Source: an optimization exercise on an open RTL-to-GDS flow (aim: small area). Production flows keep margins and buffers that such runs may drop.
In this exercise RTL edits were held to simulation tests only and were not proved equivalent to the original.
Power figures rest on the tool's default switching activity, not on a simulated workload.

before:
==> flow/design.v <==
module pipeline_core #(
  parameter int DATA_W     = 32,
  parameter int IMEM_DEPTH = 16,
  parameter int DMEM_DEPTH = 16
) (
  input  logic                              clk,
  input  logic                              reset,
  input  logic                              imem_we,
  input  logic [$clog2(IMEM_DEPTH)-1:0]     imem_addr,
  input  logic [31:0]                       imem_wdata,
  output logic [DATA_W-1:0]                 result,
  output logic                              wb_valid,
  output logic [4:0]                        wb_reg,
  output logic [$clog2(IMEM_DEPTH)-1:0]     pc,
  output logic                              stall,
  output logic                              halted
);
  localparam int IMEM_AW = $clog2(IMEM_DEPTH);
  localparam int DMEM_AW = $clog2(DMEM_DEPTH);
  localparam int IW = 28;
  logic [IW-1:0]      imem [IMEM_DEPTH];
  logic [DATA_W-1:0]  dmem [DMEM_DEPTH];
  logic [DATA_W-1:0]  rf   [1:31];
  logic [31:1]        rfValid_q;
  logic [5:0]    wOp, wFn;
  logic [1:0]    wKind;
  logic [2:0]    wSub;
  logic [IW-1:0] wEnc;
  assign wOp = imem_wdata[31:26];
  assign wFn = imem_wdata[5:0];
  always_comb begin
    case (wOp)
      6'b001000: wKind = 2'b01;
      6'b100011: wKind = 2'b10;
      6'b101011: wKind = 2'b11;
      default:   wKind = 2'b00;
    endcase
    if (wOp == 6'b000000) begin
      case (wFn)
        6'b100000: wSub = 3'b100;
        6'b100010: wSub = 3'b101;
        6'b100100: wSub = 3'b110;
        6'b100101: wSub = 3'b111;
        default:   wSub = 3'b010;
      endcase
    end else if (wOp == 6'b111111) begin
      wSub = 3'b001;
    end else begin
      wSub = 3'b000;
    end
  end
  assign wEnc = {wKind, imem_wdata[25:3], (wKind == 2'b00) ? wSub : imem_wdata[2:0]};
  logic [IMEM_AW-1:0] pc_q;
  logic               haltSeen_q;
  logic [1:0]         haltCnt_q;
  logic [IW-1:0]      fetch;
  logic [IMEM_DEPTH-1:0] fetchSel;
  always_comb
    for (int i = 0; i < IMEM_DEPTH; i++) fetchSel[i] = (pc_q == IMEM_AW'(i));
  logic [IMEM_DEPTH*IW-1:0] imemFlat;
  for (genvar i = 0; i < IMEM_DEPTH; i++) begin : imem_flat
    assign imemFlat[i*IW +: IW] = imem[i];
  end
  pc_rdmux #(.N(IMEM_DEPTH), .W(IW)) u_fetch (.sel(fetchSel), .words(imemFlat), .q(fetch));
  logic [1:0]  idKind_q;
  logic [2:0]  idSub_q;
  logic [22:0] idF_q;        
  logic [4:0]  idRs, idRt, idRd;
  logic        idIsR, idFnValid, idAddi, idLw, idSw, idUsesRt, idHalt, loadUse;
  logic [25:0] idFields;
  logic        exRegWrite_q, exLoad_q, exStore_q, exImmOnly_q;
  logic [1:0]  exAluOp_q;
  logic [25:0] exF_q;
  assign idFields  = {idF_q, idSub_q};
  assign idRs      = idFields[25:21];
  assign idRt      = idFields[20:16];
  assign idRd      = idFields[15:11];
  assign idAddi    = (idKind_q == 2'b01);
  assign idLw      = (idKind_q == 2'b10);
  assign idSw      = (idKind_q == 2'b11);
  assign idIsR     = (idKind_q == 2'b00) && (idSub_q[2] || idSub_q[1]);
  assign idFnValid = (idKind_q == 2'b00) && idSub_q[2];
  assign idHalt    = (idKind_q == 2'b00) && (idSub_q == 3'b001);
  assign idUsesRt  = idIsR || idSw;
  assign loadUse = exLoad_q &&
                   ((idRs == exF_q[20:16]) || (idUsesRt && (idRt == exF_q[20:16])));
  always_ff @(posedge clk or negedge reset) begin
    if (!reset) begin
      pc_q       <= '0;
      idKind_q   <= '0;
      idSub_q    <= '0;
      haltSeen_q <= 1'b0;
      haltCnt_q  <= '0;
    end else begin
      if (!loadUse) begin
        if (haltSeen_q || idHalt) begin
          idKind_q   <= '0;
          idSub_q    <= '0;
          haltSeen_q <= 1'b1;
        end else begin
          idKind_q <= fetch[27:26];
          idSub_q  <= fetch[2:0];
          pc_q     <= pc_q + 1'b1;
        end
      end
      if (haltSeen_q && haltCnt_q != 2'd3) haltCnt_q <= haltCnt_q + 1'b1;
    end
  end
  always_ff @(posedge clk) begin
    if (!loadUse) idF_q <= fetch[25:3];
  end
  always_ff @(posedge clk or negedge reset) begin
    if (!reset) begin
      exRegWrite_q <= 1'b0;
      exLoad_q     <= 1'b0;
      exStore_q    <= 1'b0;
      exImmOnly_q  <= 1'b0;
      exAluOp_q    <= '0;
    end else if (loadUse) begin
      exRegWrite_q <= 1'b0;
      exLoad_q     <= 1'b0;
      exStore_q    <= 1'b0;
      exImmOnly_q  <= 1'b0;
      exAluOp_q    <= '0;
    end else begin
      exRegWrite_q <= (idFnValid && (idRd != 5'd0)) || ((idAddi || idLw) && (idRt != 5'd0));
      exLoad_q     <= idLw && (idRt != 5'd0);
      exStore_q    <= idSw;
      exImmOnly_q  <= idAddi || idLw;
      exAluOp_q    <= idFnValid ? idSub_q[1:0] : 2'd0;
    end
  end
  always_ff @(posedge clk) exF_q <= idFields;
  logic [4:0]         exRt, exDest;
  logic [DATA_W-1:0]  opA, opRt, aluOut;
  logic [DMEM_AW-1:0] exAddr;
  logic               fwdA_q, fwdB_q;
  logic [3:0]         rsHi_q, rtHi_q;    
  logic [7:0]         rsLo_q, rtLo_q;    
  logic               memRegWrite_q, memStore_q, memLoad_q;
  logic [DATA_W-1:0]  memData_q;
  logic [DMEM_AW-1:0] memAddr_q;
  logic [4:0]         memDest_q;
  assign exRt   = exF_q[20:16];
  assign exDest = exImmOnly_q ? exRt : exF_q[15:11];
  always_ff @(posedge clk) begin
    fwdA_q  <= exRegWrite_q && (exDest == idRs);
    fwdB_q  <= exRegWrite_q && (exDest == idRt) && !(idAddi || idLw);
    for (int j = 0; j < 4; j++) begin
      rsHi_q[j] <= (idRs[4:3] == 2'(j)) && !(exRegWrite_q && (exDest == idRs));
      rtHi_q[j] <= (idRt[4:3] == 2'(j)) && !(exRegWrite_q && (exDest == idRt)) &&
                   !(idAddi || idLw);
    end
    for (int j = 0; j < 8; j++) begin
      rsLo_q[j] <= (idRs[2:0] == 3'(j));
      rtLo_q[j] <= (idRt[2:0] == 3'(j));
    end
  end
  logic [31:0] selA, selB;
  always_comb begin
    for (int i = 1; i < 32; i++) begin
      selA[i-1] = rsHi_q[i/8] && rsLo_q[i%8] && rfValid_q[i];
      selB[i-1] = rtHi_q[i/8] && rtLo_q[i%8] && rfValid_q[i];
    end
    selA[31] = fwdA_q;
    selB[31] = fwdB_q;
  end
  logic [32*DATA_W-1:0] rdWords;
  for (genvar i = 1; i < 32; i++) begin : rf_flat
    assign rdWords[(i-1)*DATA_W +: DATA_W] = rf[i];
  end
  assign rdWords[31*DATA_W +: DATA_W] = memData_q;
  pc_rdmux #(.N(32), .W(DATA_W)) u_rdA (.sel(selA), .words(rdWords), .q(opA));
  pc_rdmux #(.N(32), .W(DATA_W)) u_rdB (.sel(selB), .words(rdWords), .q(opRt));
  pc_alu #(.W(DATA_W)) u_alu (.op(exAluOp_q), .pass(exStore_q), .immOnly(exImmOnly_q),
                              .imm(exF_q[15:0]), .a(opA), .rt(opRt), .y(aluOut));
  assign exAddr = opA[DMEM_AW-1:0] + exF_q[DMEM_AW-1:0];
  always_ff @(posedge clk or negedge reset) begin
    if (!reset) begin
      memRegWrite_q <= 1'b0;
      memStore_q    <= 1'b0;
      memLoad_q     <= 1'b0;
    end else begin
      memRegWrite_q <= exRegWrite_q;
      memStore_q    <= exStore_q;
      memLoad_q     <= exLoad_q;
    end
  end
  always_ff @(posedge clk) begin
    memData_q <= aluOut;
    memAddr_q <= exAddr;
    memDest_q <= exDest;
  end
  logic [DMEM_AW-1:0]   memAddr;
  logic [DMEM_DEPTH:0]  memSel;
  logic [DATA_W-1:0]    memResult;
  assign memAddr = memAddr_q;
  always_comb begin
    for (int i = 0; i < DMEM_DEPTH; i++) memSel[i] = memLoad_q && (memAddr == DMEM_AW'(i));
    memSel[DMEM_DEPTH] = !memLoad_q;
  end
  logic [(DMEM_DEPTH+1)*DATA_W-1:0] memWords;
  for (genvar i = 0; i < DMEM_DEPTH; i++) begin : dmem_flat
    assign memWords[i*DATA_W +: DATA_W] = dmem[i];
  end
  assign memWords[DMEM_DEPTH*DATA_W +: DATA_W] = memData_q;
  pc_rdmux #(.N(DMEM_DEPTH+1), .W(DATA_W)) u_load (.sel(memSel), .words(memWords), .q(memResult));
  always_ff @(posedge clk) begin
    if (imem_we) imem[imem_addr] <= wEnc;
    if (memStore_q) dmem[memAddr] <= memData_q;
  end
  always_ff @(posedge clk) begin
    for (int i = 1; i < 32; i++)
      if (memRegWrite_q && (memDest_q == 5'(i))) rf[i] <= memResult;
  end
  always_ff @(posedge clk or negedge reset) begin
    if (!reset) begin
      rfValid_q <= '0;
    end else begin
      for (int i = 1; i < 32; i++)
        if (memRegWrite_q && (memDest_q == 5'(i))) rfValid_q[i] <= 1'b1;
    end
  end
  logic               wbRegWrite_q;
  logic [DATA_W-1:0]  wbData_q;
  logic [4:0]         wbDest_q;
  always_ff @(posedge clk or negedge reset) begin
    if (!reset) wbRegWrite_q <= 1'b0;
    else        wbRegWrite_q <= memRegWrite_q;
  end
  always_ff @(posedge clk) begin
    wbData_q <= memResult;
    wbDest_q <= memDest_q;
  end
  logic [DATA_W-1:0]  result_q;
  logic               wbValid_q;
  logic [4:0]         wbReg_q;
  always_ff @(posedge clk or negedge reset) begin
    if (!reset) begin
      result_q  <= '0;
      wbValid_q <= 1'b0;
      wbReg_q   <= '0;
    end else begin
      wbValid_q <= wbRegWrite_q;
      if (wbRegWrite_q) begin
        result_q <= wbData_q;
        wbReg_q  <= wbDest_q;
      end
    end
  end
  assign result   = result_q;
  assign wb_valid = wbValid_q;
  assign wb_reg   = wbReg_q;
  assign pc       = pc_q;
  assign stall    = loadUse;
  assign halted   = (haltCnt_q == 2'd3);
endmodule
module pc_rdmux #(
  parameter int N = 16,
  parameter int W = 32
) (
  input  logic [N-1:0] sel,
  input  logic [N*W-1:0] words,
  output logic [W-1:0] q
);
  localparam int G = (N + 2) / 3;
  logic [W-1:0] grpN [G];
  for (genvar g = 0; g < G; g++) begin : grp
    if (3 * g + 2 < N) begin : full
      for (genvar b = 0; b < W; b++) begin : bit_
        pc_aoi222 u (.a0(sel[3*g]),   .b0(words[(3*g)*W+b]),
                     .a1(sel[3*g+1]), .b1(words[(3*g+1)*W+b]),
                     .a2(sel[3*g+2]), .b2(words[(3*g+2)*W+b]),
                     .y(grpN[g][b]));
      end
    end else if (3 * g + 1 < N) begin : two
      for (genvar b = 0; b < W; b++) begin : bit_
        pc_aoi22 u (.a0(sel[3*g]),   .b0(words[(3*g)*W+b]),
                    .a1(sel[3*g+1]), .b1(words[(3*g+1)*W+b]),
                    .y(grpN[g][b]));
      end
    end else begin : one
      assign grpN[g] = ~(words[3*g*W +: W] & {W{sel[3*g]}});
    end
  end
  always_comb begin
    q = '0;
    for (int g = 0; g < G; g++) q = q | ~grpN[g];
  end
endmodule
module pc_aoi222 (
  input  logic a0, b0, a1, b1, a2, b2,
  output logic y
);
  assign y = ~((a0 & b0) | (a1 & b1) | (a2 & b2));
endmodule
module pc_aoi22 (
  input  logic a0, b0, a1, b1,
  output logic y
);
  assign y = ~((a0 & b0) | (a1 & b1));
endmodule
module pc_alu #(
  parameter int W = 32
) (
  input  logic [1:0]   op,
  input  logic         pass,
  input  logic         immOnly,
  input  logic [15:0]  imm,
  input  logic [W-1:0] a,
  input  logic [W-1:0] rt,
  output logic [W-1:0] y
);
  logic         sub, isSum, isAnd, isOr;
  logic [W-1:0] b, sum;
  logic [W:0]   sumC;
  assign sub   = (op == 2'd1);
  assign isAnd = (op == 2'd2);
  assign isOr  = (op == 2'd3);
  assign isSum = !op[1] && !pass;
  assign b     = (rt ^ {W{sub}}) | (immOnly ? W'($signed(imm)) : '0);
  assign sumC  = {a, 1'b1} + {b, sub};
  assign sum   = sumC[W:1];
  assign y = ({W{isSum}} & sum) | ({W{isAnd}} & (a & rt)) | ({W{isOr}} & (a | rt)) |
             ({W{pass}} & rt);
endmodule
==> flow/config.mk <==
export PLATFORM = sky130hd
export DESIGN_NAME = pipeline_core
export DESIGN_NICKNAME = pipeline_core
export VERILOG_FILES = /design/flow/design.v
export SDC_FILE = /design/flow/constraint.sdc
export NUM_CORES = 4
export LEC_CHECK = 0
export CAP_MARGIN = 10
export CORE_MARGIN = 2
export CORE_UTILIZATION = 60
export CTS_CLUSTER_DIAMETER = 80
export CTS_CLUSTER_SIZE = 24
export SLEW_MARGIN = 10
export SYNTH_HIERARCHICAL = 1
export SYNTH_MINIMUM_KEEP_SIZE = 0
==> flow/constraint.sdc <==
create_clock -name core_clock -period 5.5 [get_ports {clk}]
set_input_delay 1.1000 -clock core_clock [delete_from_list [all_inputs] [get_ports {clk}]]
set_output_delay 1.1000 -clock core_clock [all_outputs]
set_load 0.01 [all_outputs]
run.sh (not shown) runs the stock make flow with config.mk's settings and CLKGATE_MAP_FILE= SYNTH_SCRIPT=/design/flow/synth_recipe.tcl, a recipe that flattens the netlist after the stock synthesis.
Here is what was changed in the inputs of after compared with before.
--- a/flow/design.v
+++ b/flow/design.v
@@ -128,42 +128,34 @@
       exStore_q    <= idSw;
       exImmOnly_q  <= idAddi || idLw;
       exAluOp_q    <= idFnValid ? idSub_q[1:0] : 2'd0;
     end
   end
   always_ff @(posedge clk) exF_q <= idFields;
-  logic [4:0]         exRt, exDest;
+  logic [4:0]         exRs, exRt, exDest;
   logic [DATA_W-1:0]  opA, opRt, aluOut;
   logic [DMEM_AW-1:0] exAddr;
-  logic               fwdA_q, fwdB_q;
-  logic [3:0]         rsHi_q, rtHi_q;    
-  logic [7:0]         rsLo_q, rtLo_q;    
+  logic               fwdA_q, fwdB_q, rdEnA_q, rdEnB_q;
   logic               memRegWrite_q, memStore_q, memLoad_q;
   logic [DATA_W-1:0]  memData_q;
   logic [DMEM_AW-1:0] memAddr_q;
   logic [4:0]         memDest_q;
+  assign exRs   = exF_q[25:21];
   assign exRt   = exF_q[20:16];
   assign exDest = exImmOnly_q ? exRt : exF_q[15:11];
   always_ff @(posedge clk) begin
     fwdA_q  <= exRegWrite_q && (exDest == idRs);
     fwdB_q  <= exRegWrite_q && (exDest == idRt) && !(idAddi || idLw);
-    for (int j = 0; j < 4; j++) begin
-      rsHi_q[j] <= (idRs[4:3] == 2'(j)) && !(exRegWrite_q && (exDest == idRs));
-      rtHi_q[j] <= (idRt[4:3] == 2'(j)) && !(exRegWrite_q && (exDest == idRt)) &&
-                   !(idAddi || idLw);
-    end
-    for (int j = 0; j < 8; j++) begin
-      rsLo_q[j] <= (idRs[2:0] == 3'(j));
-      rtLo_q[j] <= (idRt[2:0] == 3'(j));
-    end
+    rdEnA_q <= !(exRegWrite_q && (exDest == idRs));
+    rdEnB_q <= !(exRegWrite_q && (exDest == idRt)) && !(idAddi || idLw);
   end
   logic [31:0] selA, selB;
   always_comb begin
     for (int i = 1; i < 32; i++) begin
-      selA[i-1] = rsHi_q[i/8] && rsLo_q[i%8] && rfValid_q[i];
-      selB[i-1] = rtHi_q[i/8] && rtLo_q[i%8] && rfValid_q[i];
+      selA[i-1] = (exRs == 5'(i)) && rfValid_q[i] && rdEnA_q;
+      selB[i-1] = (exRt == 5'(i)) && rfValid_q[i] && rdEnB_q;
     end
     selA[31] = fwdA_q;
     selB[31] = fwdB_q;
   end
   logic [32*DATA_W-1:0] rdWords;
   for (genvar i = 1; i < 32; i++) begin : rf_flat
@@ -189,25 +181,23 @@
   always_ff @(posedge clk) begin
     memData_q <= aluOut;
     memAddr_q <= exAddr;
     memDest_q <= exDest;
   end
   logic [DMEM_AW-1:0]   memAddr;
-  logic [DMEM_DEPTH:0]  memSel;
-  logic [DATA_W-1:0]    memResult;
+  logic [DMEM_DEPTH-1:0] loadSel;
+  logic [DATA_W-1:0]    loadMem, memResult;
   assign memAddr = memAddr_q;
-  always_comb begin
-    for (int i = 0; i < DMEM_DEPTH; i++) memSel[i] = memLoad_q && (memAddr == DMEM_AW'(i));
-    memSel[DMEM_DEPTH] = !memLoad_q;
-  end
-  logic [(DMEM_DEPTH+1)*DATA_W-1:0] memWords;
+  always_comb
+    for (int i = 0; i < DMEM_DEPTH; i++) loadSel[i] = (memAddr == DMEM_AW'(i));
+  logic [DMEM_DEPTH*DATA_W-1:0] dmemFlat;
   for (genvar i = 0; i < DMEM_DEPTH; i++) begin : dmem_flat
-    assign memWords[i*DATA_W +: DATA_W] = dmem[i];
+    assign dmemFlat[i*DATA_W +: DATA_W] = dmem[i];
   end
-  assign memWords[DMEM_DEPTH*DATA_W +: DATA_W] = memData_q;
-  pc_rdmux #(.N(DMEM_DEPTH+1), .W(DATA_W)) u_load (.sel(memSel), .words(memWords), .q(memResult));
+  pc_rdmux #(.N(DMEM_DEPTH), .W(DATA_W)) u_load (.sel(loadSel), .words(dmemFlat), .q(loadMem));
+  assign memResult = memLoad_q ? loadMem : memData_q;
   always_ff @(posedge clk) begin
     if (imem_we) imem[imem_addr] <= wEnc;
     if (memStore_q) dmem[memAddr] <= memData_q;
   end
   always_ff @(posedge clk) begin
     for (int i = 1; i < 32; i++)
==> results.txt <==
after vs. before: setup slack lower; average detailed-routed wire length per instance higher; portion of the post-synthesis area used by sequential elements lower; number of global-route vias before repair higher; area added between synthesis and finish roughly the same.
Going from before to after, register-to-register slack shrank by 0.05 ns; utilization stayed essentially flat.
On remaining max-slew budget at the tightest pin, before and after are basically level.
From before to after the numbers moved as follows: post-synthesis register bit count -17, global placement routability congestion +0.033.
after completed every stage of the flow, and the final layout passed the timing, design-rule and antenna checks.
Of the two candidates, before has the better maximum resistive drop on vdd and after the worse one.
after against before; combinational power is up by more than 10%.

[afterwards: timing with drivers on the ports]
The results above use ideal ports. As a check the final layouts listed here were re-extracted and re-timed, cells and wires unchanged. Step 1 (the two cells are an assumption about what drives the block):
set clk [get_ports {clk}]
set_driving_cell -lib_cell sky130_fd_sc_hd__clkbuf_16 $clk
set_driving_cell -lib_cell sky130_fd_sc_hd__buf_2 [delete_from_list [all_inputs] $clk]
Step 2 moves the port delays by t, midway between the first and last clock arrival at a register: inputs arrive t later, outputs are due t later. That takes back most of the time a late clock gives input paths. Three values: no drivers, after step 1, after step 2; two values: the first two.
run	shift t [ns]	setup slack, ns	worst setup path after step 2	clock arrival spread, ns
before	0.833	0.255 / 0.255 / 0.255	register to register	0.031 / 0.031
after	0.843	0.202 / 0.202 / 0.202	register to register	0.044 / 0.044
After both steps every run listed still meets setup and hold.
